Background: an optimization exercise with open tools, aiming at small area. Do not read the settings as production practice.
Only simulation tests tie the RTL to the original design; equivalence was not proved.
No activity file was given, so power comes from the tool's default toggle rates.

$ cat design.v
package qar_timer_pkg;
  localparam logic [5:0] REG_CTRL     = 6'h00;
  localparam logic [5:0] REG_PRESCALE = 6'h01;
  localparam logic [5:0] REG_COUNT    = 6'h02;
  localparam logic [5:0] REG_TOP      = 6'h03;
  localparam logic [5:0] REG_STATUS   = 6'h04;
  localparam logic [5:0] REG_IRQ_EN   = 6'h05;
  localparam int CH_BASE       = 8;
  localparam int CH_STRIDE     = 4;
  localparam int CH_OFF_CTRL   = 0;
  localparam int CH_OFF_CMP    = 1;
  localparam int CH_OFF_PERIOD = 2;
  localparam int CH_OFF_CAP    = 3;
  localparam int CTRL_EN_BIT      = 0;
  localparam int CTRL_ONESHOT_BIT = 1;
  localparam int CTRL_CLR_BIT     = 2;
  localparam int ST_WRAP_BIT = 0;
  localparam int ST_EVT_BASE = 8;
  localparam int ST_OVR_BASE = 16;
  typedef enum logic [1:0] {
    MODE_OFF = 2'd0,
    MODE_CMP = 2'd1,
    MODE_CAP = 2'd2,
    MODE_PWM = 2'd3
  } ch_mode_t;
endpackage
module qar_timer_add #(
  parameter int W = 32
) (
  input  logic [W-1:0] a,
  input  logic [W-1:0] b,
  output logic [W-1:0] s
);
  logic [W:0] c;
  assign c[0] = 1'b0;
  for (genvar i = 0; i < W; i++) begin : g_bit
    assign s[i]   = a[i] ^ b[i] ^ c[i];
    assign c[i+1] = (a[i] & b[i]) | (c[i] & (a[i] ^ b[i]));
  end
endmodule
module qar_timer_inc #(
  parameter int W = 32
) (
  input  logic [W-1:0] a,
  input  logic         ci,
  output logic [W-1:0] s
);
  logic [W:0] c;
  assign c[0] = ci;
  for (genvar i = 0; i < W; i++) begin : g_bit
    assign s[i]   = a[i] ^ c[i];
    assign c[i+1] = a[i] & c[i];
  end
endmodule
import qar_timer_pkg::*;
module qar_timer_mc #(
  parameter int CNT_W  = 32,
  parameter int NUM_CH = 8,
  parameter int PRE_W  = 16
) (
  input  logic              clk,
  input  logic              rst,
  input  logic              bus_write,
  input  logic              bus_read,
  input  logic [5:0]        addr_word,
  input  logic [31:0]       wdata,
  output logic [31:0]       rdata,
  input  logic [NUM_CH-1:0] capture_in,
  output logic [NUM_CH-1:0] pwm_out,
  output logic              irq
);
  logic              alive_reg;
  logic              en_reg;
  logic              oneshot_reg;
  logic [PRE_W-1:0]  prescale_reg;
  logic [PRE_W-1:0]  pre_cnt_reg;
  logic [CNT_W-1:0]  count_reg;
  logic [CNT_W-1:0]  top_reg;
  logic              wrap_reg;
  logic [NUM_CH-1:0] evt_reg;
  logic [NUM_CH-1:0] ovr_reg;
  logic              irq_wrap_en_reg;
  logic [NUM_CH-1:0] irq_evt_en_reg;
  logic [NUM_CH-1:0] irq_ovr_en_reg;
  logic              glb;
  logic [5:0]        gsel;
  logic [NUM_CH-1:0] chsel;
  logic [3:0]        osel;
  assign glb = (addr_word[5:3] == 3'd0);
  for (genvar g = 0; g < 6; g++) begin : g_gsel
    assign gsel[g] = glb && (addr_word[2:0] == g);
  end
  for (genvar i = 0; i < NUM_CH; i++) begin : g_chsel
    assign chsel[i] = (addr_word[5:2] == 4'(i + 2));
  end
  for (genvar k = 0; k < 4; k++) begin : g_osel
    assign osel[k] = (addr_word[1:0] == k);
  end
  logic wr_ctrl, wr_prescale, wr_count, wr_top, wr_status, wr_irq_en;
  assign wr_ctrl     = bus_write && gsel[REG_CTRL];
  assign wr_prescale = bus_write && gsel[REG_PRESCALE];
  assign wr_count    = bus_write && gsel[REG_COUNT];
  assign wr_top      = bus_write && gsel[REG_TOP];
  assign wr_status   = bus_write && gsel[REG_STATUS];
  assign wr_irq_en   = bus_write && gsel[REG_IRQ_EN];
  logic             clr, tick, top_zero, at_top, wrap_set, zero_cnt;
  logic [CNT_W-1:0] count_inc;
  logic [PRE_W-1:0] pre_inc;
  assign clr      = wr_ctrl && wdata[CTRL_CLR_BIT];
  assign tick     = en_reg && (pre_cnt_reg == prescale_reg);
  assign top_zero = ~|top_reg;
  assign at_top   = top_zero ? (&count_reg) : (count_reg == top_reg);
  assign wrap_set = tick && !clr && !wr_count && at_top;
  assign zero_cnt = clr || (tick && at_top) || !alive_reg;
  qar_timer_inc #(.W(CNT_W)) u_count_inc (.a(count_reg), .ci(tick), .s(count_inc));
  qar_timer_inc #(.W(PRE_W)) u_pre_inc (.a(pre_cnt_reg), .ci(1'b1), .s(pre_inc));
  logic [NUM_CH-1:0] ch_evt, ch_ovr;
  logic [4:0]        ch_ctrl   [NUM_CH];
  logic [CNT_W-1:0]  ch_cmp    [NUM_CH];
  logic [CNT_W-1:0]  ch_period [NUM_CH];
  logic [CNT_W-1:0]  ch_cap    [NUM_CH];
  for (genvar gi = 0; gi < NUM_CH; gi++) begin : g_ch
    logic [1:0]       mode_reg;
    logic             auto_reload_reg;
    logic             cap_fall_reg;
    logic             pwm_inv_reg;
    logic [CNT_W-1:0] cmp_reg;
    logic [CNT_W-1:0] period_reg;
    logic [CNT_W-1:0] cap_reg;
    logic [1:0]       sync_reg;
    logic             dly_reg;
    logic             edge_reg;
    logic             pwm_reg;
    logic wr_chctrl, wr_cmp, wr_period;
    logic synced, edge_det, cmp_hit, cap_hit, reload;
    assign wr_chctrl = bus_write && chsel[gi] && osel[CH_OFF_CTRL];
    assign wr_cmp    = bus_write && chsel[gi] && osel[CH_OFF_CMP];
    assign wr_period = bus_write && chsel[gi] && osel[CH_OFF_PERIOD];
    logic [CNT_W-1:0] bit_eq;
    logic [CNT_W:0]   lt_chain;
    logic             cnt_eq, cnt_lt;
    assign bit_eq      = ~(count_reg ^ cmp_reg);
    assign lt_chain[0] = 1'b0;
    for (genvar b = 0; b < CNT_W; b++) begin : g_lt
      assign lt_chain[b+1] = bit_eq[b] ? lt_chain[b] : cmp_reg[b];
    end
    assign cnt_eq = &bit_eq;
    assign cnt_lt = lt_chain[CNT_W];
    logic [CNT_W-1:0] sum;
    qar_timer_add #(.W(CNT_W)) u_reload_add (.a(cmp_reg), .b(period_reg), .s(sum));
    assign synced   = sync_reg[1];
    assign edge_det = cap_fall_reg ? (dly_reg & ~synced) : (synced & ~dly_reg);
    assign cmp_hit = (mode_reg == MODE_CMP) && tick && cnt_eq;
    assign cap_hit = (mode_reg == MODE_CAP) && edge_reg;
    assign reload  = cmp_hit && auto_reload_reg;
    assign ch_evt[gi]  = cmp_hit | cap_hit;
    assign ch_ovr[gi]  = cap_hit & evt_reg[gi];
    assign pwm_out[gi] = pwm_reg;
    assign ch_ctrl[gi]   = {pwm_inv_reg, cap_fall_reg, auto_reload_reg, mode_reg};
    assign ch_cmp[gi]    = cmp_reg;
    assign ch_period[gi] = period_reg;
    assign ch_cap[gi]    = cap_reg;
    always_ff @(posedge clk or posedge rst) begin
      if (rst) begin
        mode_reg <= MODE_OFF;
        sync_reg <= '0;
        dly_reg  <= 1'b0;
        edge_reg <= 1'b0;
        pwm_reg  <= 1'b0;
      end else begin
        sync_reg <= {sync_reg[0], capture_in[gi]};
        dly_reg  <= synced;
        edge_reg <= edge_det;
        if (wr_chctrl) mode_reg <= wdata[1:0];
        pwm_reg  <= (mode_reg == MODE_PWM) && (cnt_lt ^ pwm_inv_reg);
      end
    end
    logic keep_ctrl, take_sum, keep_cmp, keep_period, keep_cap;
    assign keep_ctrl   = alive_reg & ~wr_chctrl;
    assign take_sum    = alive_reg & ~wr_cmp & reload;
    assign keep_cmp    = alive_reg & ~wr_cmp & ~reload;
    assign keep_period = alive_reg & ~wr_period;
    assign keep_cap    = alive_reg & ~cap_hit;
    always_ff @(posedge clk) begin
      {pwm_inv_reg, cap_fall_reg, auto_reload_reg} <=
          ({3{wr_chctrl}} & wdata[4:2]) |
          ({3{keep_ctrl}} & {pwm_inv_reg, cap_fall_reg, auto_reload_reg});
      cmp_reg    <= ({CNT_W{wr_cmp}} & wdata[CNT_W-1:0]) | ({CNT_W{take_sum}} & sum) |
                    ({CNT_W{keep_cmp}} & cmp_reg);
      period_reg <= ({CNT_W{wr_period}} & wdata[CNT_W-1:0]) |
                    ({CNT_W{keep_period}} & period_reg);
      cap_reg    <= ({CNT_W{cap_hit}} & count_reg) | ({CNT_W{keep_cap}} & cap_reg);
    end
  end
  always_ff @(posedge clk or posedge rst) begin
    if (rst) begin
      alive_reg   <= 1'b0;
      en_reg      <= 1'b0;
      oneshot_reg <= 1'b0;
      pre_cnt_reg <= '0;
    end else begin
      alive_reg <= 1'b1;
      if (wr_ctrl) begin
        en_reg      <= wdata[CTRL_EN_BIT];
        oneshot_reg <= wdata[CTRL_ONESHOT_BIT];
      end else if (wrap_set && oneshot_reg) begin
        en_reg <= 1'b0;
      end
      pre_cnt_reg <= (!en_reg || clr || tick) ? '0 : pre_inc;
    end
  end
  logic keep_prescale, keep_top, keep_irq_en, keep_count;
  assign keep_prescale = alive_reg & ~wr_prescale;
  assign keep_top      = alive_reg & ~wr_top;
  assign keep_irq_en   = alive_reg & ~wr_irq_en;
  assign keep_count    = ~wr_count & ~zero_cnt;
  always_ff @(posedge clk) begin
    prescale_reg <= ({PRE_W{wr_prescale}} & wdata[PRE_W-1:0]) |
                    ({PRE_W{keep_prescale}} & prescale_reg);
    top_reg      <= ({CNT_W{wr_top}} & wdata[CNT_W-1:0]) |
                    ({CNT_W{keep_top}} & top_reg);
    count_reg    <= ({CNT_W{wr_count}} & wdata[CNT_W-1:0]) |
                    ({CNT_W{keep_count}} & count_inc);
    wrap_reg <= (wrap_reg & alive_reg & ~(wr_status & wdata[ST_WRAP_BIT])) | wrap_set;
    evt_reg  <= (evt_reg & {NUM_CH{alive_reg}} &
                 ~({NUM_CH{wr_status}} & wdata[ST_EVT_BASE +: NUM_CH])) | ch_evt;
    ovr_reg  <= (ovr_reg & {NUM_CH{alive_reg}} &
                 ~({NUM_CH{wr_status}} & wdata[ST_OVR_BASE +: NUM_CH])) | ch_ovr;
    {irq_ovr_en_reg, irq_evt_en_reg, irq_wrap_en_reg} <=
        ({(2*NUM_CH+1){wr_irq_en}} &
         {wdata[ST_OVR_BASE +: NUM_CH], wdata[ST_EVT_BASE +: NUM_CH], wdata[ST_WRAP_BIT]}) |
        ({(2*NUM_CH+1){keep_irq_en}} & {irq_ovr_en_reg, irq_evt_en_reg, irq_wrap_en_reg});
  end
  assign irq = alive_reg & (
               (wrap_reg & irq_wrap_en_reg) |
               (|(evt_reg & irq_evt_en_reg)) |
               (|(ovr_reg & irq_ovr_en_reg)));
  logic [31:0] status_word, irq_en_word;
  always_comb begin
    status_word                        = '0;
    status_word[ST_WRAP_BIT]           = wrap_reg;
    status_word[ST_EVT_BASE +: NUM_CH] = evt_reg;
    status_word[ST_OVR_BASE +: NUM_CH] = ovr_reg;
    irq_en_word                        = '0;
    irq_en_word[ST_WRAP_BIT]           = irq_wrap_en_reg;
    irq_en_word[ST_EVT_BASE +: NUM_CH] = irq_evt_en_reg;
    irq_en_word[ST_OVR_BASE +: NUM_CH] = irq_ovr_en_reg;
  end
  always_comb begin
    rdata = ({32{gsel[REG_CTRL]}}     & {30'd0, oneshot_reg, en_reg}) |
            ({32{gsel[REG_PRESCALE]}} & {{(32-PRE_W){1'b0}}, prescale_reg}) |
            ({32{gsel[REG_COUNT]}}    & count_reg) |
            ({32{gsel[REG_TOP]}}      & top_reg) |
            ({32{gsel[REG_STATUS]}}   & status_word) |
            ({32{gsel[REG_IRQ_EN]}}   & irq_en_word);
    for (int i = 0; i < NUM_CH; i++) begin
      rdata = rdata |
              ({32{chsel[i] & osel[CH_OFF_CTRL]}}   & {27'd0, ch_ctrl[i]}) |
              ({32{chsel[i] & osel[CH_OFF_CMP]}}    & ch_cmp[i]) |
              ({32{chsel[i] & osel[CH_OFF_PERIOD]}} & ch_period[i]) |
              ({32{chsel[i] & osel[CH_OFF_CAP]}}    & ch_cap[i]);
    end
    rdata = rdata & {32{bus_read & alive_reg}};
  end
endmodule
$ cat flow/run.sh
#!/bin/bash
# Layout flow: the standard flow (standard.sh: standard synthesis, then
# ORFS floorplan to finish), with two changes to how the layout is built:
#  - clock tree: clkbuf_8 buffers, sink clusters of up to 14 flops within
#    80 um, and no dummy loads (fewer, smaller clock buffers);
#  - port buffers: every input and output port still gets its own buffer,
#    using buf_1 cells.
# Each tool's full output goes to standard.log in this folder.
set -uo pipefail
export CTS_ARGS="-sink_clustering_enable -repair_clock_nets -dont_use_dummy_load -buf_list sky130_fd_sc_hd__clkbuf_8 -sink_clustering_size 14 -sink_clustering_max_diameter 80"
export BUFFER_PORTS_ARGS="-buffer_cell sky130_fd_sc_hd__buf_1"
bash standard.sh > standard.log 2>&1
status=$?
cp -r orfs/logs standard_logs 2>/dev/null || true
exit $status
$ cat standard.sh
#!/bin/bash
# synth_recipe.tcl (not shown) runs the flow's synth.tcl, then flattens the netlist and writes it again
# the make line also repeats each setting of config.mk as NAME=value (left out here)
make -C /OpenROAD-flow-scripts/flow DESIGN_CONFIG=/design/flow/config.mk WORK_HOME=/design/flow/orfs CLKGATE_MAP_FILE= SYNTH_SCRIPT=/design/flow/synth_recipe.tcl "${@:-finish}"
$ cat config.mk
export PLATFORM = sky130hd
export DESIGN_NAME = qar_timer_mc
export DESIGN_NICKNAME = qar_timer_mc
export VERILOG_FILES = /design/flow/design.v
export SDC_FILE = /design/flow/constraint.sdc
export NUM_CORES = 4
export LEC_CHECK = 0
export ABC_AREA = 1
export CAP_MARGIN = 20
export CORE_MARGIN = 2
export CORE_UTILIZATION = 40
export SLEW_MARGIN = 20
$ cat constraint.sdc
create_clock -name core_clock -period 15.0 [get_ports {clk}]
set_input_delay 3.0000 -clock core_clock [delete_from_list [all_inputs] [get_ports {clk}]]
set_output_delay 3.0000 -clock core_clock [all_outputs]
set_load 0.01 [all_outputs]
==> results.sh, run 1 <==
export IMPL_grt_pass1_wl_um=338000
export IMPL_die_area_um2=128000
export IMPL_cpPeakStageDelay_ns=0.46
export IMPL_crit_top_cell="fa_1"
export IMPL_critPathMaxFanout=4
export IMPL_r2r_slack_ns=1.96
export IMPL_grt_pass1_vias=45071
export IMPL_final_cell_mix="1,069 x inv_1, 930 x nand2_1, 906 x dfxtp_1"
export IMPL_syn_area_um2=49900
export IMPL_p_leak_nw=17.5
export IMPL_postSynthAreaPerCell_um2=8.25
export IMPL_cts_resized=0
export IMPL_slew_headroom_pct=14.3
export IMPL_vias=47846
export IMPL_yosys_register_bits=981
export IMPL_utilization_pct=43.1
export IMPL_setup_viol=0
export IMPL_track_usage_pct=37.3
export IMPL_cts_buffers=81
export IMPL_ir_drop_mv=0.0613
export IMPL_ys_async_sr_fraction_pct=7.65
export IMPL_drv_cap=0
export IMPL_post_cts_buffers=0
export IMPL_syn2layout_area_growth_pct=6.81
export IMPL_wire_per_inst_um=31.7
export IMPL_drc=0
export IMPL_status="timing/DRC/antenna clean"
export IMPL_grt_overflow=0
export IMPL_yosys_most_used_dff="dfxtp_1"
export IMPL_clk_pin_slew_worst_paths_ns=0.10
export IMPL_fp_dieH_um=357
export IMPL_layout_nets=6372
export IMPL_crit_required_ns=15.61
export IMPL_clock_fmax_mhz=76.7
export IMPL_routed_top_layer="met5"
export IMPL_clock_skew_final_ns=0.0601
export IMPL_final_common_cell="inv_1"
export IMPL_avgViaCountPerCell=6.24
export IMPL_fin_crit_sh_pct=86.9
export IMPL_dp_hpwl_um=185000
export IMPL_die_w_um=357
export IMPL_reg2reg_from="g_ch[1].cmp_reg[1]"
export IMPL_fin_crit_ns=13.04
export IMPL_powerDensity_nw_per_um2=84.9
export IMPL_ctsHoldBuffers=0
export IMPL_startpoint_type="flop"
export IMPL_synth_edff_count=0
export IMPL_holdCritPathClass="flop to flop"
export IMPL_port_buffers=90
export IMPL_start_util_pct=40.3
export IMPL_row_count=129
export IMPL_cpMaxStageDelayCell="fa_1"
export IMPL_rsz0062_at_grt="false"
export IMPL_hp_start="g_ch[6].sync_reg[0]"
export IMPL_drtAntennaViolNets=0
export IMPL_wl_met1_um=95000
export IMPL_hold_viol=0
export IMPL_tns_ns=0
export IMPL_grt_max_degree=58
export IMPL_ios=91
export IMPL_yosys_warnings=5
export IMPL_finalMaxSlewViolations=0
export IMPL_wl_met3_um=30400
export IMPL_drtIter0Drc=6419
export IMPL_netlist_instances=6051
export IMPL_cts_tree="done"
export IMPL_wirelength_um=243000
export IMPL_clock_sinks=981
export IMPL_critPathCaptureType="flop"
export IMPL_worst_slack_ns=1.96
export IMPL_fill_cells=12662
export IMPL_antenna_found_initial=10
export IMPL_ys_seq_area_share_pct=40.1
export IMPL_wl_met2_um=100000
export IMPL_htree_num_levels=3
export IMPL_clockRootBuffer="clkbuf_8"
export IMPL_startpoint="g_ch[1].cmp_reg[1]"
export IMPL_cts_buffer_depth=3
export IMPL_worstMarginPinSlew_ns=1.29
export IMPL_core_area_um2=124000
export IMPL_syn_nets=6402
export IMPL_synth_cell_type_count=56
export IMPL_critPathKind="flop to flop"
export IMPL_place_congestion=1.09
export IMPL_crit_arrival_ns=13.65
export IMPL_place_ws_ns=2.08
export IMPL_clock_latency_ns=0.83
export IMPL_drive_above_1_share_pct=6.56
export IMPL_firstDrtPassIters=8
[final cells by class]
cell class / instances / area [um2] / share of cell area [%]
tap: 1637 / 2050 / 3.84
inverter: 1133 / 4260 / 7.99
timing repair buffer: 280 / 1780 / 3.34
antenna: 6 / 15.0 / 0.0281
multi-input combinational: 3544 / 24100 / 45.2
clock buffer: 81 / 1110 / 2.09
sequential: 981 / 20000 / 37.5
[critical path: cells and delay by family, from the launching register on]
family | cells | cell delay, ns
AO/OA/AOI/OAI | 1 | 0.14
XOR/XNOR | 1 | 0.18
flip-flops | 1 | 0.39
buffers and inverters | 3 | 0.25
adder cells (fa/ha/maj) | 30 | 11.85
[cells by family (layout without fill, tap and decap cells)]
| group | Yosys count | in the layout | synth area share [%] |
|---|---|---|---|
| XOR/XNOR | 47 | 47 | 0.824 |
| flip-flops | 981 | 981 | 40.1 |
| AO/OA/AOI/OAI | 1726 | 1726 | 23.6 |
| adder cells (fa/ha/maj) | 301 | 301 | 11.1 |
| buffers and inverters | 1526 | 1494 | 11.8 |
| other | 1 | 7 | 0.00751 |
| AND/OR/NAND/NOR | 1469 | 1469 | 12.5 |
[worst paths after layout]
check                           cells past startpoint             endpoint
min in group asynchronous                           2  g_ch[6].mode_reg[0]
worst min-delay path                                0  g_ch[6].sync_reg[1]
worst max-delay path                               35  g_ch[1].cmp_reg[31]
worst min register to register                      0  g_ch[6].sync_reg[1]
max in group asynchronous                           3  g_ch[0].mode_reg[0]
worst max register to register                     35  g_ch[1].cmp_reg[31]
[cell usage after synthesis, drive strengths merged, types with 7 or more instances]
cell type,count,area [um2]
a2111oi,32,299
a211oi,14,105
a21oi,91,455
a221oi,71,622
a22oi,8,60.1
a31oi,19,119
a41oi,11,96.3
buf,103,563
clkbuf,290,1090
clkinv,33,124
dfrtp,75,1880
dfxtp,906,18100
fa,240,4800
ha,61,763
inv,1100,4130
nand2,937,3530
nand3,233,1170
nand4,36,225
nor2,152,596
nor3,18,126
nor4,85,544
o2111ai,29,254
o211ai,54,405
o21ai,304,1530
o221ai,273,2640
o22ai,810,5100
xnor2,40,350
xor2,7,61.3
[metal layers]
metal	track usage, %	vias to the layer above
met3	10.6	608
met5	0	-
li1	-	20760
met2	54.2	3068
met1	49.3	23400
met4	21.6	10
[through the flow]
step / power, W / hold slack [ns] / instances / instance area [um2]
after detailed placement: 0.00311 / 0.335 / 7574 / 52200
after CTS: 0.00451 / 0.353 / 7655 / 53300
final: 0.00453 / 0.351 / 7662 / 53300
after global routing: 0.00463 / 0.357 / 7657 / 53300
after floorplan: 0.00292 / 0.331 / 6051 / 49900
after global placement: 0.00311 / 0.335 / 7574 / 52200
[where the power goes]
group | total [W] | switching [W] | internal, W | leakage (nW)
registers | 0.00266 | 0.0000293 | 0.00264 | 8.27
clock network | 0.00146 | 0.000974 | 0.000484 | 0.582
logic | 0.000408 | 0.000326 | 0.0000827 | 8.69
total | 0.00453 | 0.00133 | 0.00320 | 17.5
==> run 2: changes to the inputs <==
==> flow/run.sh (replaced) <==
#!/bin/bash
# Layout flow: the standard flow (standard.sh: standard synthesis, then
# ORFS floorplan to finish), with these changes to how the layout is built:
#  - clock tree: clkbuf_8 buffers, sink clusters of up to 14 flops within
#    80 um, and no dummy loads (fewer, smaller clock buffers);
#  - port buffers: every input and output port still gets its own buffer,
#    using buf_1 cells;
#  - after global routing, repair_timing -recover_power 100 downsizes
#    gates off the critical paths.
# Each tool's full output goes to standard.log in this folder.
set -uo pipefail
here=$(pwd)
export CTS_ARGS="-sink_clustering_enable -repair_clock_nets -dont_use_dummy_load -buf_list sky130_fd_sc_hd__clkbuf_8 -sink_clustering_size 14 -sink_clustering_max_diameter 80"
export BUFFER_PORTS_ARGS="-buffer_cell sky130_fd_sc_hd__buf_1"
export PRE_GLOBAL_PLACE_TCL="$here/flow/pre_global_place.tcl"
export RECOVER_POWER=100
bash standard.sh > standard.log 2>&1
status=$?
cp -r orfs/logs standard_logs 2>/dev/null || true
exit $status
==> flow/pre_global_place.tcl (new file) <==
# Hook sourced by ORFS global_place.tcl before placement: drop the buffers
# that synthesis inserted, as the timing-driven placement would; the repair
# steps that follow re-buffer only the nets that need it.
remove_buffers
--- a/config.mk
+++ b/config.mk
@@ -9,4 +9,5 @@
 export CAP_MARGIN = 20
 export CORE_MARGIN = 2
 export CORE_UTILIZATION = 40
+export GPL_TIMING_DRIVEN = 0
 export SLEW_MARGIN = 20
==> run 2 against run 1 <==
Net effect:
- the layout now fails its checks (max-capacitance violations, max-slew violations)
- final area decreased by 1.4%
- register-to-register slack worse by 0.30 ns
- clock skew is 0.0059 ns lower
- synthesized cell count unchanged
- power is essentially flat
- synthesized area is the same
- fmax shrank 2.3%
- worst setup slack lost 0.30 ns
- routed wire length is 0.33% higher
- clock-buffer cell count is the same
- hold slack hardly changed
- largest cell class unchanged
==> results.sh, run 2 <==
export IMPL_track_usage_pct=37.4
export IMPL_post_cts_buffers=0
export IMPL_netlist_instances=6051
export IMPL_cpPeakStageDelay_ns=0.45
export IMPL_cts_resized=0
export IMPL_clock_skew_final_ns=0.0542
export IMPL_crit_top_cell="fa_1"
export IMPL_dp_hpwl_um=186000
export IMPL_drtIter0Drc=6030
export IMPL_firstDrtPassIters=6
export IMPL_status="complete, but fails checks"
export IMPL_timing_rr_end="g_ch[2].cmp_reg[31]"
export IMPL_crit_arrival_ns=14.01
export IMPL_ir_drop_mv=0.0832
export IMPL_final_cell_mix="1,071 x inv_1, 930 x nand2_1, 906 x dfxtp_1"
export IMPL_synth_simple_area_share_pct=12.5
export IMPL_reg2reg_from="g_ch[2].cmp_reg[0]"
export IMPL_ctsHoldBuffers=0
export IMPL_cts_buffers=81
export IMPL_synth_compound_area_share_pct=23.6
export IMPL_rsz0062_at_grt="false"
export IMPL_power_total_w=0.00453
export IMPL_drtAntennaViolNets=0
export IMPL_start_util_pct=40.3
export IMPL_slew_headroom_pct=-116
export IMPL_final_common_cell="inv_1"
export IMPL_multi_input_area_um2=24100
export IMPL_drv_cap=28
export IMPL_synth_cell_type_count=56
export IMPL_critPathMaxFanout=3
export IMPL_synth_top_area_cell="dfxtp_1"
export IMPL_grt_max_degree=57
export IMPL_wire_per_inst_um=32.4
export IMPL_layout_nets=6233
export IMPL_critPathKind="flop to flop"
export IMPL_grt_overflow=0
export IMPL_synth_area_leaders="dfxtp_1 36%, o22ai_1 10%, fa_1 9.6%"
export IMPL_violations="max-capacitance violations, max-slew violations"
export IMPL_die_w_um=357
export IMPL_synth_top_area_share_pct=36.3
export IMPL_drive_above_1_share_pct=3.86
export IMPL_synthMuxAreaShare_pct=0
export IMPL_ios=91
export IMPL_core_area_um2=124000
export IMPL_endpoint="g_ch[2].cmp_reg[31]"
export IMPL_grt_pass1_vias=44652
export IMPL_port_buffers=90
export IMPL_htree_num_levels=3
export IMPL_antenna_found_initial=7
export IMPL_clockRootBuffer="clkbuf_8"
export IMPL_row_count=129
export IMPL_syn_area_um2=49900
export IMPL_clock_latency_ns=0.87
export IMPL_finalInstanceArea_um2=52600
export IMPL_cts_buffer_depth=3
export IMPL_drc=0
export IMPL_clk_pin_slew_worst_paths_ns=0.10
export IMPL_ys_seq_area_share_pct=40.1
export IMPL_synth_xor_area_share_pct=0.824
export IMPL_postSynthAreaPerCell_um2=8.25
export IMPL_reg2regPathDepth=36
export IMPL_yosys_top_cells_count="1,074 x inv_1, 934 x nand2_1, 906 x dfxtp_1"
export IMPL_fin_crit_ns=13.34
export IMPL_clock_fmax_mhz=74.9
export IMPL_synthAdderAreaFrac_pct=11.1
export IMPL_die_area_um2=128000
export IMPL_powerDensity_nw_per_um2=86.1
export IMPL_place_congestion=1.04
export IMPL_wirelength_um=244000
export IMPL_hold_worst_slack_ns=0.351
export IMPL_syn_nets=6402
export IMPL_synth_edff_count=0
export IMPL_startpoint_type="flop"
export IMPL_finalMaxSlewViolations=623
export IMPL_ys_async_sr_fraction_pct=7.65
export IMPL_critPathCaptureType="flop"
export IMPL_fp_dieH_um=357
export IMPL_syn2layout_area_growth_pct=5.29
export IMPL_yosys_register_bits=981
export IMPL_yosys_most_used_dff="dfxtp_1"
export IMPL_crit_required_ns=15.67
export IMPL_fill_cells=12706
export IMPL_cpMaxStageDelayCell="fa_1"
export IMPL_holdCritPathClass="flop to flop"
export IMPL_hold_viol=0
export IMPL_grt_pass1_wl_um=338000
export IMPL_placed_cell_area_um2=51900
export IMPL_yosys_warnings=5
export IMPL_avgViaCountPerCell=6.31
export IMPL_yosysMostFrequentCell="inv_1"
export IMPL_synth_top_family_by_area="compound AO/OA/AOI/OAI gates"
export IMPL_setup_viol=0
export IMPL_clock_sinks=981
export IMPL_p_leak_nw=16.9
export IMPL_cts_tree="done"
export IMPL_fin_crit_sh_pct=88.9
export IMPL_register_area_um2=20000
export IMPL_startpoint="g_ch[2].cmp_reg[0]"
export IMPL_r2r_slack_ns=1.66
export IMPL_vias=47529
export IMPL_worstMarginPinSlew_ns=3.24
-- run 2: cell counts after synthesis --
No cell type changed its count.
-- run 2: worst min-delay path by stage --
stage / cells past startpoint / startpoint / slack (ns) / endpoint
2_1_floorplan: 0 / g_ch[0].sync_reg[0] / 0.33 / g_ch[0].sync_reg[1]
3_3_place_gp: 0 / g_ch[5].sync_reg[0] / 0.34 / g_ch[5].sync_reg[1]
3_5_place_dp: 0 / g_ch[3].sync_reg[0] / 0.33 / g_ch[3].sync_reg[1]
4_1_cts: 0 / g_ch[6].sync_reg[0] / 0.35 / g_ch[6].sync_reg[1]
5_1_grt: 0 / g_ch[4].sync_reg[0] / 0.36 / g_ch[4].sync_reg[1]
6_report: 0 / g_ch[6].sync_reg[0] / 0.35 / g_ch[6].sync_reg[1]
-- run 2: area by class of cell --
| class | count | share of cell area, % |
|---|---|---|
| clock buffer | 81 | 2.12 |
| multi-input combinational | 3544 | 45.8 |
| tap | 1637 | 3.90 |
| sequential | 981 | 38.1 |
| antenna | 10 | 0.0476 |
| inverter | 1133 | 8.10 |
| timing repair buffer | 141 | 1.98 |
-- run 2: metal layers --
layer | up-vias | global-route usage [%] | share of wire [%]
met2 | 2869 | 56.0 | 43
met4 | 6 | 21.2 | 6.8
met1 | 23557 | 49.6 | 40
met3 | 577 | 8.68 | 11
met5 | - | 0 | 0.018
li1 | 20520 | - | -
-- run 2: critical path: cells and delay by family, from the launching register on --
kind	cells	cell delay [ns]
adders and majority gates	31	12.22
xor gates and xnor gates	1	0.21
AOI/OAI and AO/OA	1	0.12
buffers and inverters	3	0.21
DFF	1	0.40
-- run 2: cells by family after synthesis --
logic type | count (synthesis)
AO/OA/AOI/OAI | 1726
flip-flops | 981
XOR/XNOR | 47
other | 1
buffers and inverters | 1526
adder cells (fa/ha/maj) | 301
AND/OR/NAND/NOR | 1469
-- run 2: power by group --
part | internal [W] | switching, W | leakage [nW]
combinational | 0.0000777 | 0.000324 | 8.09
clock | 0.000484 | 0.000973 | 0.582
sequential | 0.00264 | 0.0000343 | 8.27
-- run 2: through the flow --
stage | setup slack [ns] | std cells | TNS, ns | utilization [%]
floorplan | 2.85 | 6051 | 0 | -
global placement | -1.75 | 7385 | -46.36 | 40.9
detailed placement | 1.83 | 7432 | 0 | 41.9
CTS | 1.75 | 7513 | 0 | 42.8
global route | 1.30 | 7518 | 0 | 42.5
finish | 1.66 | 7527 | 0 | 42.5
==> run 3: changes to the inputs <==
==> flow/run.sh (replaced) <==
#!/bin/bash
# Layout flow: the standard flow (standard.sh: standard synthesis, then
# ORFS floorplan to finish), with these changes to how the layout is built:
#  - clock tree: clkbuf_8 buffers, sink clusters of up to 12 flops within
#    60 um, and no dummy loads (fewer, smaller clock buffers);
#  - port buffers: every input and output port still gets its own buffer,
#    using buf_1 cells;
set -uo pipefail
here=$(pwd)
export CTS_ARGS="-sink_clustering_enable -repair_clock_nets -dont_use_dummy_load -buf_list sky130_fd_sc_hd__clkbuf_8 -sink_clustering_size 12 -sink_clustering_max_diameter 60"
export BUFFER_PORTS_ARGS="-buffer_cell sky130_fd_sc_hd__buf_1"
export PRE_GLOBAL_PLACE_TCL="$here/flow/pre_global_place.tcl"
bash standard.sh > standard.log 2>&1
status=$?
cp -r orfs/logs standard_logs 2>/dev/null || true
exit $status
==> run 3 against run 2 <==
Net effect:
- the run now finishes clean
- via count is 0.50% higher
- fmax about the same
- clock-buffer cell count grew 24
- non-clock buffer count is 1 lower
- routed wire length down 0.13%
- cell count rose by 0.35%
- worst setup slack got worse by 0.0029 ns
- register-to-register slack about the same
- clock skew grew 0.019 ns
- power up 3.6%
- synthesized cell count stayed put
- critical endpoint is now g_ch[1].cmp_reg[31]
- largest cell class unchanged
- highest routed layer unchanged
==> results.sh, run 3 <==
export IMPL_grt_pass1_wl_um=338000
export IMPL_critPathTopFamily="adder cells"
export IMPL_status="timing/DRC/antenna clean"
export IMPL_worst_slack_ns=1.65
export IMPL_worstMarginPinSlew_ns=1.29
export IMPL_die_w_um=357
export IMPL_die_area_um2=128000
export IMPL_postSynthAreaPerCell_um2=8.25
export IMPL_syn2layout_area_growth_pct=6.95
export IMPL_reg2reg_from="g_ch[1].cmp_reg[1]"
export IMPL_combPwrFrac_pct=8.8
export IMPL_clk_pin_slew_worst_paths_ns=0.10
export IMPL_start_util_pct=40.3
export IMPL_yosys_top_cells_count="1,074 x inv_1, 934 x nand2_1, 906 x dfxtp_1"
export IMPL_finalMaxSlewViolations=0
export IMPL_synth_top_family_by_area="compound AO/OA/AOI/OAI gates"
export IMPL_clock_latency_ns=0.87
export IMPL_track_usage_pct=37.4
export IMPL_ctsHoldBuffers=0
export IMPL_critPathKind="flop to flop"
export IMPL_synth_area_leaders="dfxtp_1 36%, o22ai_1 10%, fa_1 9.6%"
export IMPL_drc=0
export IMPL_layout_nets=6256
export IMPL_dp_hpwl_um=186000
export IMPL_startpoint_type="flop"
export IMPL_ys_async_sr_fraction_pct=7.65
export IMPL_fin_crit_sh_pct=89.0
export IMPL_synthMuxAreaShare_pct=0
export IMPL_setup_viol=0
export IMPL_pwr_share_seq_pct=56.9
export IMPL_power_switching_w=0.00136
export IMPL_grt_overflow=0
export IMPL_cts_buffers=105
export IMPL_synth_top_area_share_pct=36.3
export IMPL_synth_xor_area_share_pct=0.824
export IMPL_yosys_most_used_dff="dfxtp_1"
export IMPL_crit_arrival_ns=14.02
export IMPL_firstDrtPassIters=6
export IMPL_drtIter0Drc=6080
export IMPL_drive_above_1_share_pct=5.90
export IMPL_wire_per_inst_um=32.2
export IMPL_synthAdderAreaFrac_pct=11.1
export IMPL_hold_viol=0
export IMPL_netlist_instances=6051
export IMPL_crit_buf_inv=3
export IMPL_place_congestion=1.04
export IMPL_grt_max_degree=57
export IMPL_vias=47765
export IMPL_syn_nets=6402
export IMPL_synth_cell_type_count=56
export IMPL_port_buffers=90
export IMPL_avgViaCountPerCell=6.32
export IMPL_tns_ns=0
export IMPL_crit_required_ns=15.67
export IMPL_final_cell_mix="1,048 x inv_1, 911 x nand2_1, 905 x dfxtp_1"
export IMPL_dp_cells=7432
export IMPL_cts_resized=0
export IMPL_ir_drop_mv=0.0661
export IMPL_htree_num_levels=3
export IMPL_place_ws_ns=1.83
export IMPL_fp_dieH_um=357
export IMPL_crit_top_cell="fa_1"
export IMPL_holdCritPathClass="flop to flop"
export IMPL_critPathMaxFanout=4
export IMPL_p_leak_nw=17.3
export IMPL_synth_compound_area_share_pct=23.6
export IMPL_drtAntennaViolNets=0
export IMPL_cpPeakStageDelay_ns=0.50
export IMPL_hold_worst_slack_ns=0.336
export IMPL_clock_power_share_pct=34.3
export IMPL_yosys_warnings=5
export IMPL_clock_skew_final_ns=0.0728
export IMPL_syn_area_um2=49900
export IMPL_powerDensity_nw_per_um2=87.8
export IMPL_clock_fmax_mhz=74.9
export IMPL_swShare_pct=28.9
export IMPL_clock_sinks=981
export IMPL_p_int_w=0.00334
export IMPL_grt_pass1_vias=44931
export IMPL_wirelength_um=243000
export IMPL_final_common_cell="inv_1"
export IMPL_synth_simple_area_share_pct=12.5
export IMPL_drv_cap=0
export IMPL_cts_buffer_depth=3
export IMPL_slew_headroom_pct=11.8
export IMPL_yosys_register_bits=981
export IMPL_synth_top_area_cell="dfxtp_1"
export IMPL_critPathCaptureType="flop"
export IMPL_synth_edff_count=0
export IMPL_hp_start="g_ch[4].sync_reg[0]"
export IMPL_clockRootBuffer="clkbuf_8"
export IMPL_core_area_um2=124000
export IMPL_fin_crit_ns=13.35
export IMPL_startpoint="g_ch[1].cmp_reg[1]"
export IMPL_fin_cells=7553
export IMPL_antenna_found_initial=8
export IMPL_cpMaxStageDelayCell="fa_1"
export IMPL_post_cts_buffers=0
export IMPL_yosysMostFrequentCell="inv_1"
export IMPL_row_count=129
export IMPL_cts_tree="done"
export IMPL_ios=91
export IMPL_rsz0062_at_grt="false"
export IMPL_ys_seq_area_share_pct=40.1
-- run 3: cell families after synthesis --
group / after synthesis
AOI/OAI and AO/OA: 1726
buffers and inverters: 1526
and+or+nand+nor: 1469
DFF: 981
adders and majority gates: 301
xor gates and xnor gates: 47
other: 1
-- run 3: metal layers --
layer	part of all wire (%)	wire length [um]	GRT usage, %	vias up
met5	0.024	59	0	-
met4	6.8	16600	22.2	8
met3	11	26100	9.18	595
met2	43	103000	55.6	2853
met1	40	97100	49.1	23744
li1	-	-	-	20565
-- run 3: worst reg2reg max path: cells and delay by family, from the launching register on --
family          cells  cell delay, ns
compound gates      1            0.13
flops               1            0.40
xor+xnor            1            0.17
fa+ha+maj          30           12.15
buf+inv             3            0.32
-- run 3: power groups by stage --
stage	logic, W	registers (W)	clock network (W)
6_report	0.000411	0.00267	0.00161
5_1_grt	0.000424	0.00267	0.00171
4_1_cts	0.000395	0.00267	0.00162
3_5_place_dp	0.000394	0.00273	0
3_3_place_gp	0.000364	0.00274	0
2_1_floorplan	0.000207	0.00271	0
-- run 3: final cells by class --
| type | instances | area [um2] |
|---|---|---|
| multi-input cells | 3544 | 24300 |
| clock buffers | 105 | 1450 |
| fillers | 12596 | 70400 |
| repair buffers | 140 | 1260 |
| well taps | 1637 | 2050 |
| diodes | 13 | 32.5 |
| flip-flops and latches | 981 | 20000 |
| inverters | 1133 | 4260 |
-- run 3: through the flow --
stage / area [um2] / utilization, % / total power [W]
final: 53400 / 43.1 / 0.00469
after global routing: 53400 / 43.1 / 0.00480
after global placement: 50700 / 40.9 / 0.00310
after floorplan: 49900 / - / 0.00292
after detailed placement: 51900 / 41.9 / 0.00312
after CTS: 53300 / 43.1 / 0.00468
-- run 3: path summary, 6_finish.rpt --
check	to	slack, ns	cells after the start
worst max-delay path	g_ch[1].cmp_reg[31]	1.65	35
worst min-delay path	g_ch[4].sync_reg[1]	0.34	0
worst max register to register	g_ch[1].cmp_reg[31]	1.65	35
worst min register to register	g_ch[4].sync_reg[1]	0.34	0
max in group asynchronous	g_ch[0].dly_reg	12.27	3
min in group asynchronous	g_ch[7].sync_reg[1]	2.11	2
==> run 4: changes to the inputs <==
--- a/design.v
+++ b/design.v
@@ -144,7 +144,7 @@
     for (genvar b = 0; b < CNT_W; b++) begin : g_lt
       assign lt_chain[b+1] = bit_eq[b] ? lt_chain[b] : cmp_reg[b];
     end
-    assign cnt_eq = &bit_eq;
+    assign cnt_eq = (count_reg == cmp_reg);
     assign cnt_lt = lt_chain[CNT_W];
     logic [CNT_W-1:0] sum;
     qar_timer_add #(.W(CNT_W)) u_reload_add (.a(cmp_reg), .b(period_reg), .s(sum));
==> run 4 against run 3 <==
Net effect:
- via count shrank 0.42%
- synthesized cell count decreased by 1.9%
- routed wire length decreased by 2.6%
- first-iteration DRC count is 21% higher
==> results.sh, run 4 <==
export IMPL_row_count=128
export IMPL_die_area_um2=126000
export IMPL_placed_cell_area_um2=51500
export IMPL_slew_headroom_pct=8.71
export IMPL_synth_area_leaders="dfxtp_1 37%, o22ai_1 10%, fa_1 9.8%"
export IMPL_syn_nets=6288
export IMPL_finalInstanceArea_um2=53100
export IMPL_die_w_um=355
export IMPL_clock_latency_ns=0.86
export IMPL_post_cts_buffers=0
export IMPL_cts_tree="done"
export IMPL_synth_compound_area_share_pct=23.8
export IMPL_powerDensity_nw_per_um2=88.8
export IMPL_drc=0
export IMPL_multi_input_area_um2=23900
export IMPL_yosys_register_bits=981
export IMPL_netlist_instances=5937
export IMPL_cts_buffer_depth=3
export IMPL_grt_pass1_wl_um=332000
export IMPL_dp_cells=7322
export IMPL_place_congestion=1.05
export IMPL_drv_cap=0
export IMPL_pwr_share_seq_pct=56.6
export IMPL_yosys_top_cells_count="1,032 x inv_1, 906 x dfxtp_1, 834 x nand2_1"
export IMPL_hold_viol=0
export IMPL_startpoint_type="flop"
export IMPL_worst_slack_ns=1.64
export IMPL_fin_cells=7441
export IMPL_port_buffers=90
export IMPL_finalMaxSlewViolations=0
export IMPL_register_area_um2=20000
export IMPL_drive_above_1_share_pct=5.53
export IMPL_avgViaCountPerCell=6.39
export IMPL_setup_viol=0
export IMPL_drtAntennaViolNets=0
export IMPL_vias=47562
export IMPL_track_usage_pct=36.6
export IMPL_cts_buffers=107
export IMPL_crit_required_ns=15.64
export IMPL_ys_async_sr_fraction_pct=7.65
export IMPL_ctsHoldBuffers=0
export IMPL_rsz0062_at_grt="false"
export IMPL_grt_pass1_vias=44073
export IMPL_ios=91
export IMPL_postSynthAreaPerCell_um2=8.29
export IMPL_wire_per_inst_um=31.8
export IMPL_place_ws_ns=1.78
export IMPL_status="timing/DRC/antenna clean"
export IMPL_ir_drop_mv=0.0560
export IMPL_fin_crit_sh_pct=89.1
export IMPL_clockRootBuffer="clkbuf_8"
export IMPL_synthAdderAreaFrac_pct=11.3
export IMPL_hold_worst_slack_ns=0.347
export IMPL_synth_simple_area_share_pct=11.8
export IMPL_p_int_w=0.00335
export IMPL_synthMuxAreaShare_pct=0
export IMPL_crit_top_cell="fa_1"
export IMPL_dp_hpwl_um=177000
export IMPL_clock_sinks=981
export IMPL_layout_nets=6161
export IMPL_fp_dieH_um=355
export IMPL_synth_top_area_share_pct=36.9
export IMPL_clock_power_share_pct=34.7
export IMPL_grt_max_degree=50
export IMPL_clk_pin_slew_worst_paths_ns=0.09
export IMPL_swShare_pct=29.0
export IMPL_fin_crit_ns=13.36
export IMPL_cpMaxStageDelayCell="fa_1"
export IMPL_synth_edff_count=0
export IMPL_clock_fmax_mhz=74.8
export IMPL_wl_met1_um=95800
export IMPL_yosysMostFrequentCell="inv_1"
export IMPL_syn_area_um2=49200
export IMPL_critPathMaxFanout=4
export IMPL_htree_num_levels=3
export IMPL_p_leak_nw=16.9
export IMPL_worstMarginPinSlew_ns=1.36
export IMPL_combPwrFrac_pct=8.7
export IMPL_critPathKind="flop to flop"
export IMPL_tns_ns=0
export IMPL_synth_top_family_by_area="compound AO/OA/AOI/OAI gates"
export IMPL_grt_overflow=0
export IMPL_synth_top_area_cell="dfxtp_1"
export IMPL_ys_seq_area_share_pct=40.7
export IMPL_holdCritPathClass="flop to flop"
export IMPL_synth_xor_area_share_pct=0.819
export IMPL_power_switching_w=0.00137
export IMPL_syn2layout_area_growth_pct=7.90
export IMPL_cts_resized=0
export IMPL_wl_met2_um=98300
export IMPL_firstDrtPassIters=8
export IMPL_drtIter0Drc=7346
export IMPL_synth_cell_type_count=48
export IMPL_final_cell_mix="1,000 x inv_1, 906 x dfxtp_1, 821 x o22ai_1"
export IMPL_start_util_pct=40.4
export IMPL_wirelength_um=237000
export IMPL_yosys_warnings=5
export IMPL_clock_skew_final_ns=0.0697
export IMPL_cpPeakStageDelay_ns=0.49
export IMPL_core_area_um2=122000
export IMPL_wl_met3_um=28600
export IMPL_final_common_cell="inv_1"
export IMPL_fill_cells=12184
export IMPL_routed_top_layer="met5"
export IMPL_critPathCaptureType="flop"
export IMPL_antenna_found_initial=14
export IMPL_yosys_most_used_dff="dfxtp_1"
export IMPL_crit_arrival_ns=14.00
[run 4: cell families after synthesis]
kind of cell / count (synthesis)
flip-flops: 981
AO/OA/AOI/OAI: 1743
AND/OR/NAND/NOR: 1375
buffers and inverters: 1490
adder cells (fa/ha/maj): 301
other: 1
XOR/XNOR: 46
[run 4: layout make-up]
class | count | area share, %
multi-input cells | 3466 | 45.0
flip-flops and latches | 981 | 37.7
inverters | 1084 | 7.68
well taps | 1625 | 3.83
repair buffers | 170 | 3.03
clock buffers | 107 | 2.77
diodes | 8 | 0.0377
[run 4: path summary, 6_finish.rpt]
kind	from	end	slack [ns]	cells past startpoint
max in group asynchronous	rst	g_ch[7].mode_reg[0]	12.25	3
max	g_ch[1].cmp_reg[1]	g_ch[1].cmp_reg[31]	1.64	35
min reg2reg	g_ch[6].sync_reg[0]	g_ch[6].sync_reg[1]	0.35	0
min	g_ch[6].sync_reg[0]	g_ch[6].sync_reg[1]	0.35	0
max reg2reg	g_ch[1].cmp_reg[1]	g_ch[1].cmp_reg[31]	1.64	35
min in group asynchronous	rst	g_ch[0].sync_reg[1]	2.13	2
[run 4: routing by layer]
layer / vias up / GRT usage (%)
met2: 3233 / 52.9
li1: 20369 / -
met4: 4 / 19.5
met3: 554 / 8.87
met5: - / 0
met1: 23402 / 50.3
[run 4: worst max-delay path, delay by kind of cell (launching register included)]
kind / cells / cell delay (ns)
AO/OA/AOI/OAI: 1 / 0.13
adder cells (fa/ha/maj): 30 / 12.08
XOR/XNOR: 1 / 0.18
flip-flops: 1 / 0.37
buffers and inverters: 3 / 0.39
[run 4: through the flow]
| stage | utilization, % | power (W) |
|---|---|---|
| detailed placement | 42.3 | 0.00311 |
| CTS | 43.5 | 0.00469 |
| floorplan | - | 0.00291 |
| global route | 43.6 | 0.00482 |
| global placement | 41.0 | 0.00309 |
| finish | 43.6 | 0.00472 |
[run 4: power by group through the flow]
| stage | clock, W | combinational [W] | sequential, W |
|---|---|---|---|
| final | 0.00164 | 0.000409 | 0.00267 |
| after global routing | 0.00173 | 0.000421 | 0.00267 |
| after CTS | 0.00163 | 0.000385 | 0.00267 |
| after detailed placement | 0 | 0.000384 | 0.00273 |
| after global placement | 0 | 0.000350 | 0.00274 |
| after floorplan | 0 | 0.000202 | 0.00271 |
==> run 5: changes to the inputs <==
==> flow/run.sh (replaced) <==
#!/bin/bash
# Layout flow: the standard flow (standard.sh: standard synthesis, then
# ORFS floorplan to finish), with these changes to how the layout is built:
#  - clock tree: clkbuf_8 buffers, sink clusters of up to 13 flops within
#    65 um, and no dummy loads (fewer, smaller clock buffers);
#  - port buffers: every input and output port still gets its own buffer,
#    using buf_1 cells;
#  - repair_design (pre_resize.tcl hook) leaves out buf_8/12/16, so
#    high-fanout nets get smaller buffers.
# Each tool's full output goes to standard.log in this folder.
set -uo pipefail
here=$(pwd)
export CTS_ARGS="-sink_clustering_enable -repair_clock_nets -dont_use_dummy_load -buf_list sky130_fd_sc_hd__clkbuf_8 -sink_clustering_size 13 -sink_clustering_max_diameter 65"
export BUFFER_PORTS_ARGS="-buffer_cell sky130_fd_sc_hd__buf_1"
export PRE_GLOBAL_PLACE_TCL="$here/flow/pre_global_place.tcl"
export PRE_RESIZE_TCL="$here/flow/pre_resize.tcl"
bash standard.sh > standard.log 2>&1
status=$?
cp -r orfs/logs standard_logs 2>/dev/null || true
exit $status
==> flow/pre_resize.tcl (new file) <==
# Hook sourced by ORFS resize.tcl before repair_design: leave the three
# largest plain buffers out, so high-fanout nets get smaller buffers.
set_dont_use {sky130_fd_sc_hd__buf_16 sky130_fd_sc_hd__buf_12 sky130_fd_sc_hd__buf_8}
==> run 5 against run 4 <==
Net effect:
- clock power down 7%
- clock-buffer cell count down 14
- sequential share of layout area up 0.36 points
- routed wire length down 0.52%
- worst setup slack about the same
- highest routed layer unchanged
==> results.sh, run 5 <==
export IMPL_critPathCaptureType="flop"
export IMPL_cpMaxStageDelayCell="fa_1"
export IMPL_grt_overflow=0
export IMPL_drive_above_1_share_pct=5.28
export IMPL_fin_crit_sh_pct=89.1
export IMPL_dp_cells=7322
export IMPL_port_buffers=90
export IMPL_synthMuxAreaShare_pct=0
export IMPL_startpoint_type="flop"
export IMPL_yosys_warnings=5
export IMPL_critPathMaxFanout=4
export IMPL_holdCritPathClass="flop to flop"
export IMPL_fin_crit_ns=13.36
export IMPL_crit_arrival_ns=13.97
export IMPL_grt_pass1_vias=43886
export IMPL_hold_viol=0
export IMPL_synth_top_family_by_area="compound AO/OA/AOI/OAI gates"
export IMPL_cts_resized=0
export IMPL_reg2regPathDepth=35
export IMPL_powerDensity_nw_per_um2=87.4
export IMPL_drv_cap=0
export IMPL_cpPeakStageDelay_ns=0.49
export IMPL_holdPathStages=0
export IMPL_slew_headroom_pct=11.0
export IMPL_clock_skew_final_ns=0.0686
export IMPL_wirelength_um=236000
export IMPL_clockRootBuffer="clkbuf_8"
export IMPL_clock_latency_ns=0.83
export IMPL_crit_top_cell="fa_1"
export IMPL_core_area_um2=122000
export IMPL_antenna_found_initial=8
export IMPL_p_leak_nw=16.8
export IMPL_synth_top_area_cell="dfxtp_1"
export IMPL_cts_buffer_depth=3
export IMPL_fp_dieH_um=355
export IMPL_synth_cell_type_count=48
export IMPL_yosysMostFrequentCell="inv_1"
export IMPL_worst_slack_ns=1.64
export IMPL_ios=91
export IMPL_wire_per_inst_um=31.8
export IMPL_clock_fmax_mhz=74.8
export IMPL_row_count=128
export IMPL_yosys_most_used_dff="dfxtp_1"
export IMPL_synthAdderAreaFrac_pct=11.3
export IMPL_drtIter0Drc=6859
export IMPL_postSynthAreaPerCell_um2=8.29
export IMPL_clk_pin_slew_worst_paths_ns=0.09
export IMPL_drc=0
export IMPL_rsz0062_at_grt="false"
export IMPL_synth_compound_area_share_pct=23.8
export IMPL_crit_required_ns=15.61
export IMPL_syn_nets=6288
export IMPL_place_ws_ns=1.79
export IMPL_track_usage_pct=36.4
export IMPL_critPathKind="flop to flop"
export IMPL_hold_worst_slack_ns=0.349
export IMPL_place_congestion=1.05
export IMPL_worstMarginPinSlew_ns=1.34
export IMPL_cts_tree="done"
export IMPL_r2r_slack_ns=1.64
export IMPL_synth_edff_count=0
export IMPL_syn2layout_area_growth_pct=6.89
export IMPL_timing_rr_end="g_ch[1].cmp_reg[31]"
export IMPL_synth_top_area_share_pct=36.9
export IMPL_ctsHoldBuffers=0
export IMPL_die_w_um=355
export IMPL_netlist_instances=5937
export IMPL_vias=47207
export IMPL_layout_nets=6144
export IMPL_ir_drop_mv=0.0538
export IMPL_reg2reg_from="g_ch[1].cmp_reg[1]"
export IMPL_cts_buffers=93
export IMPL_ys_async_sr_fraction_pct=7.65
export IMPL_htree_num_levels=3
export IMPL_start_util_pct=40.4
export IMPL_ys_seq_area_share_pct=40.7
export IMPL_post_cts_buffers=0
export IMPL_hp_start="g_ch[6].sync_reg[0]"
export IMPL_drtAntennaViolNets=0
export IMPL_die_area_um2=126000
export IMPL_synth_xor_area_share_pct=0.819
export IMPL_grt_max_degree=51
export IMPL_final_common_cell="inv_1"
export IMPL_yosys_register_bits=981
export IMPL_tns_ns=0
export IMPL_fin_cells=7417
export IMPL_finalMaxSlewViolations=0
export IMPL_syn_area_um2=49200
export IMPL_final_cell_mix="1,000 x inv_1, 904 x dfxtp_1, 821 x o22ai_1"
export IMPL_dp_hpwl_um=177000
export IMPL_grt_pass1_wl_um=330000
export IMPL_synth_simple_area_share_pct=11.8
export IMPL_avgViaCountPerCell=6.36
export IMPL_setup_viol=0
export IMPL_whs_endpoint="g_ch[6].sync_reg[1]"
export IMPL_synth_area_leaders="dfxtp_1 37%, o22ai_1 10%, fa_1 9.8%"
export IMPL_clock_sinks=981
export IMPL_yosys_top_cells_count="1,032 x inv_1, 906 x dfxtp_1, 834 x nand2_1"
export IMPL_utilization_pct=43.2
export IMPL_firstDrtPassIters=8
export IMPL_status="timing/DRC/antenna clean"
-- run 5: area by class of cell --
class / count / area, um2
tap: 1625 / 2030
inverter: 1084 / 4080
antenna: 1 / 2.50
sequential: 981 / 20000
fill: 12225 / 69300
timing repair buffer: 167 / 1320
clock buffer: 93 / 1280
multi-input combinational: 3466 / 23900
-- run 5: metal layers --
metal | GRT usage (%) | share of wire [%]
met1 | 49.9 | 41
met5 | 0 | 0.0068
met2 | 52.2 | 41
met3 | 9.19 | 12
met4 | 20.4 | 6.4
-- run 5: power breakdown --
part           internal (W)  total (W)  switching [W]
Clock              0.000551    0.00152       0.000973
Sequential          0.00263    0.00267      0.0000345
Combinational     0.0000835   0.000405       0.000321
Total               0.00327    0.00460        0.00133
-- run 5: cells by family after synthesis --
group	after synthesis
AO/OA/AOI/OAI	1743
XOR/XNOR	46
adder cells (fa/ha/maj)	301
buffers and inverters	1490
flip-flops	981
other	1
AND/OR/NAND/NOR	1375
-- run 5: how the worst max path moves through the flow --
stage | startpoint | end | slack (ns) | depth (start not counted)
after floorplan | g_ch[7].cmp_reg[0] | g_ch[7].cmp_reg[31] | 2.85 | 36
after global placement | alive_reg | rdata[4] | -1.50 | 5
after detailed placement | g_ch[1].cmp_reg[1] | g_ch[1].cmp_reg[31] | 1.79 | 35
after CTS | g_ch[1].cmp_reg[1] | g_ch[1].cmp_reg[31] | 1.74 | 35
after global routing | g_ch[7].cmp_reg[0] | g_ch[7].cmp_reg[31] | 1.48 | 36
final | g_ch[1].cmp_reg[1] | g_ch[1].cmp_reg[31] | 1.64 | 35
-- run 5: worst max-delay path: cells and delay by family (launching register included) --
kind,cells,cell delay (ns)
AOI/OAI and AO/OA,1,0.14
xor gates and xnor gates,1,0.19
adders and majority gates,30,12.13
buffers and inverters,3,0.37
DFF,1,0.36
-- run 5: metrics by stage --
step | instance area (um2) | total power (W)
global route | 52600 | 0.00470
detailed placement | 51300 | 0.00311
global placement | 49900 | 0.00309
finish | 52600 | 0.00460
CTS | 52600 | 0.00458
floorplan | 49200 | 0.00291
==> run 6: changes to the inputs <==
--- a/config.mk
+++ b/config.mk
@@ -6,8 +6,8 @@
 export NUM_CORES = 4
 export LEC_CHECK = 0
 export ABC_AREA = 1
-export CAP_MARGIN = 20
+export CAP_MARGIN = 10
 export CORE_MARGIN = 2
 export CORE_UTILIZATION = 40
 export GPL_TIMING_DRIVEN = 0
-export SLEW_MARGIN = 20
+export SLEW_MARGIN = 10
==> run 6 against run 5 <==
Net effect:
- sequential share of layout area grew 0.18 points
- critical path depth is the same
- clock power barely moved
- combinational power fell by 2%
- core utilization down 0.21 points
- critical path type unchanged
==> results.sh, run 6 <==
export IMPL_status="timing/DRC/antenna clean"
export IMPL_yosys_top_cells_count="1,032 x inv_1, 906 x dfxtp_1, 834 x nand2_1"
export IMPL_clock_skew_final_ns=0.0854
export IMPL_post_cts_buffers=0
export IMPL_synth_top_area_share_pct=36.9
export IMPL_cts_buffer_depth=3
export IMPL_crit_top_cell="fa_1"
export IMPL_critPathTopFamily="adder cells"
export IMPL_critPathKind="flop to flop"
export IMPL_layout_nets=6130
export IMPL_grt_overflow=0
export IMPL_ys_async_sr_fraction_pct=7.65
export IMPL_synth_edff_count=0
export IMPL_final_cell_mix="1,015 x inv_1, 906 x dfxtp_1, 821 x o22ai_1"
export IMPL_postSynthAreaPerCell_um2=8.29
export IMPL_drtAntennaViolNets=0
export IMPL_fin_crit_ns=13.36
export IMPL_clk_pin_slew_worst_paths_ns=0.10
export IMPL_crit_arrival_ns=13.99
export IMPL_place_congestion=1.05
export IMPL_finalMaxSlewViolations=0
export IMPL_critPathMaxFanout=4
export IMPL_fin_crit_sh_pct=89.1
export IMPL_antenna_found_initial=10
export IMPL_p_leak_nw=16.6
export IMPL_drc=0
export IMPL_synth_top_area_cell="dfxtp_1"
export IMPL_synth_cell_type_count=48
export IMPL_setup_viol=0
export IMPL_holdCritPathClass="flop to flop"
export IMPL_yosys_most_used_dff="dfxtp_1"
export IMPL_drive_above_1_share_pct=4.59
export IMPL_dp_hpwl_um=175000
export IMPL_firstDrtPassIters=8
export IMPL_ctsHoldBuffers=0
export IMPL_die_area_um2=126000
export IMPL_track_usage_pct=36.3
export IMPL_final_common_cell="inv_1"
export IMPL_hold_viol=0
export IMPL_fin_cells=7404
export IMPL_cts_resized=0
export IMPL_clock_sinks=981
export IMPL_drv_cap=0
export IMPL_syn_nets=6288
export IMPL_worstMarginPinSlew_ns=1.38
export IMPL_grt_pass1_vias=43393
export IMPL_ys_seq_area_share_pct=40.7
export IMPL_wire_per_inst_um=31.8
export IMPL_grt_pass1_wl_um=328000
export IMPL_core_area_um2=122000
export IMPL_netlist_instances=5937
export IMPL_yosys_register_bits=981
export IMPL_crit_required_ns=15.63
export IMPL_startpoint_type="flop"
export IMPL_cpMaxStageDelayCell="fa_1"
export IMPL_fp_dieH_um=355
export IMPL_wirelength_um=235000
export IMPL_cts_tree="done"
export IMPL_dp_cells=7308
export IMPL_worst_slack_ns=1.64
export IMPL_start_util_pct=40.4
export IMPL_clock_latency_ns=0.82
export IMPL_syn_area_um2=49200
export IMPL_ios=91
export IMPL_yosys_warnings=5
export IMPL_htree_num_levels=3
export IMPL_synth_area_leaders="dfxtp_1 37%, o22ai_1 10%, fa_1 9.8%"
export IMPL_cpPeakStageDelay_ns=0.49
export IMPL_die_w_um=355
export IMPL_yosysMostFrequentCell="inv_1"
export IMPL_slew_headroom_pct=5.56
export IMPL_clockRootBuffer="clkbuf_8"
export IMPL_vias=47088
export IMPL_place_ws_ns=1.78
export IMPL_port_buffers=90
export IMPL_drtIter0Drc=7261
export IMPL_ir_drop_mv=0.0689
export IMPL_avgViaCountPerCell=6.36
export IMPL_syn2layout_area_growth_pct=6.38
export IMPL_crit_buf_inv=3
export IMPL_grt_max_degree=64
export IMPL_powerDensity_nw_per_um2=87.8
export IMPL_clock_fmax_mhz=74.9
export IMPL_tns_ns=0
export IMPL_row_count=128
export IMPL_cts_buffers=93
export IMPL_rsz0062_at_grt="false"
export IMPL_critPathCaptureType="flop"
run 6: cell families after synthesis:
family	after synthesis	share of synthesized area, %
flops	981	40.7
compound gates	1743	23.8
other cells	1	0.00762
xor+xnor	46	0.819
buf+inv	1490	11.6
fa+ha+maj	301	11.3
simple gates	1375	11.8
run 6: through the flow:
step / area, um2 / total power [W] / hold slack, ns / util (%)
after floorplan: 49200 / 0.00291 / 0.331 / -
after global placement: 49900 / 0.00309 / 0.333 / 41.0
after detailed placement: 51000 / 0.00310 / 0.340 / 41.9
after CTS: 52300 / 0.00457 / 0.338 / 42.9
after global routing: 52400 / 0.00469 / 0.353 / 43.0
final: 52400 / 0.00459 / 0.329 / 43.0
run 6: path summary, 6_finish.rpt:
kind	cells past startpoint	start	to	slack [ns]
worst min register to register	0	g_ch[6].sync_reg[0]	g_ch[6].sync_reg[1]	0.33
worst max register to register	35	g_ch[1].cmp_reg[1]	g_ch[1].cmp_reg[31]	1.64
worst min-delay path	0	g_ch[6].sync_reg[0]	g_ch[6].sync_reg[1]	0.33
worst max-delay path	35	g_ch[1].cmp_reg[1]	g_ch[1].cmp_reg[31]	1.64
max in group asynchronous	3	rst	g_ch[7].sync_reg[1]	12.12
min in group asynchronous	2	rst	g_ch[2].sync_reg[1]	2.10
run 6: report_power, final:
part	internal (W)	switching, W	leakage (nW)
sequential	0.00263	0.0000354	8.27
combinational	0.0000790	0.000319	7.69
clock	0.000551	0.000975	0.669
run 6: cell type report:
type                    instances  area [um2]
multi-input cells            3466       23800
well taps                    1625        2030
flip-flops and latches        981       20000
fillers                     12223       69500
diodes                          2        5.00
repair buffers                153        1130
inverters                    1084        4080
clock buffers                  93        1280
run 6: routing by layer:
layer  global-route usage (%)  part of all wire (%)
met2                     51.5                    41
met5                        0                 0.015
met3                     8.86                    12
met1                     49.8                    41
met4                     21.3                   6.7

-- static timing again, ports no longer ideal --
How much do the figures lean on ideal ports? The routed layouts below were timed once more, with nothing changed but the port constraints.
Step 1 (the two cells are an assumption about what drives the block):
set clk [get_ports {clk}]
set_driving_cell -lib_cell sky130_fd_sc_hd__clkbuf_16 $clk
set_driving_cell -lib_cell sky130_fd_sc_hd__buf_2 [delete_from_list [all_inputs] $clk]
Step 2 moves the port delays by t, midway between the first and last clock arrival at a register: inputs arrive t later, outputs are due t later. That takes back most of the time a late clock gives input paths.
Slacks: ideal / step 1 / step 2; pairs: ideal / step 1.
run	t, ns	setup WS [ns]	clock arrival spread, ns
run 1	0.869	1.958 / 1.958 / 1.958	0.072 / 0.071
run 2	0.917	1.658 / 1.658 / 1.658	0.054 / 0.055
run 3	0.907	1.655 / 1.655 / 1.655	0.073 / 0.072
run 4	0.892	1.639 / 1.639 / 1.639	0.075 / 0.076
run 5	0.867	1.639 / 1.639 / 1.639	0.070 / 0.070
run 6	0.847	1.641 / 1.641 / 1.641	0.086 / 0.086
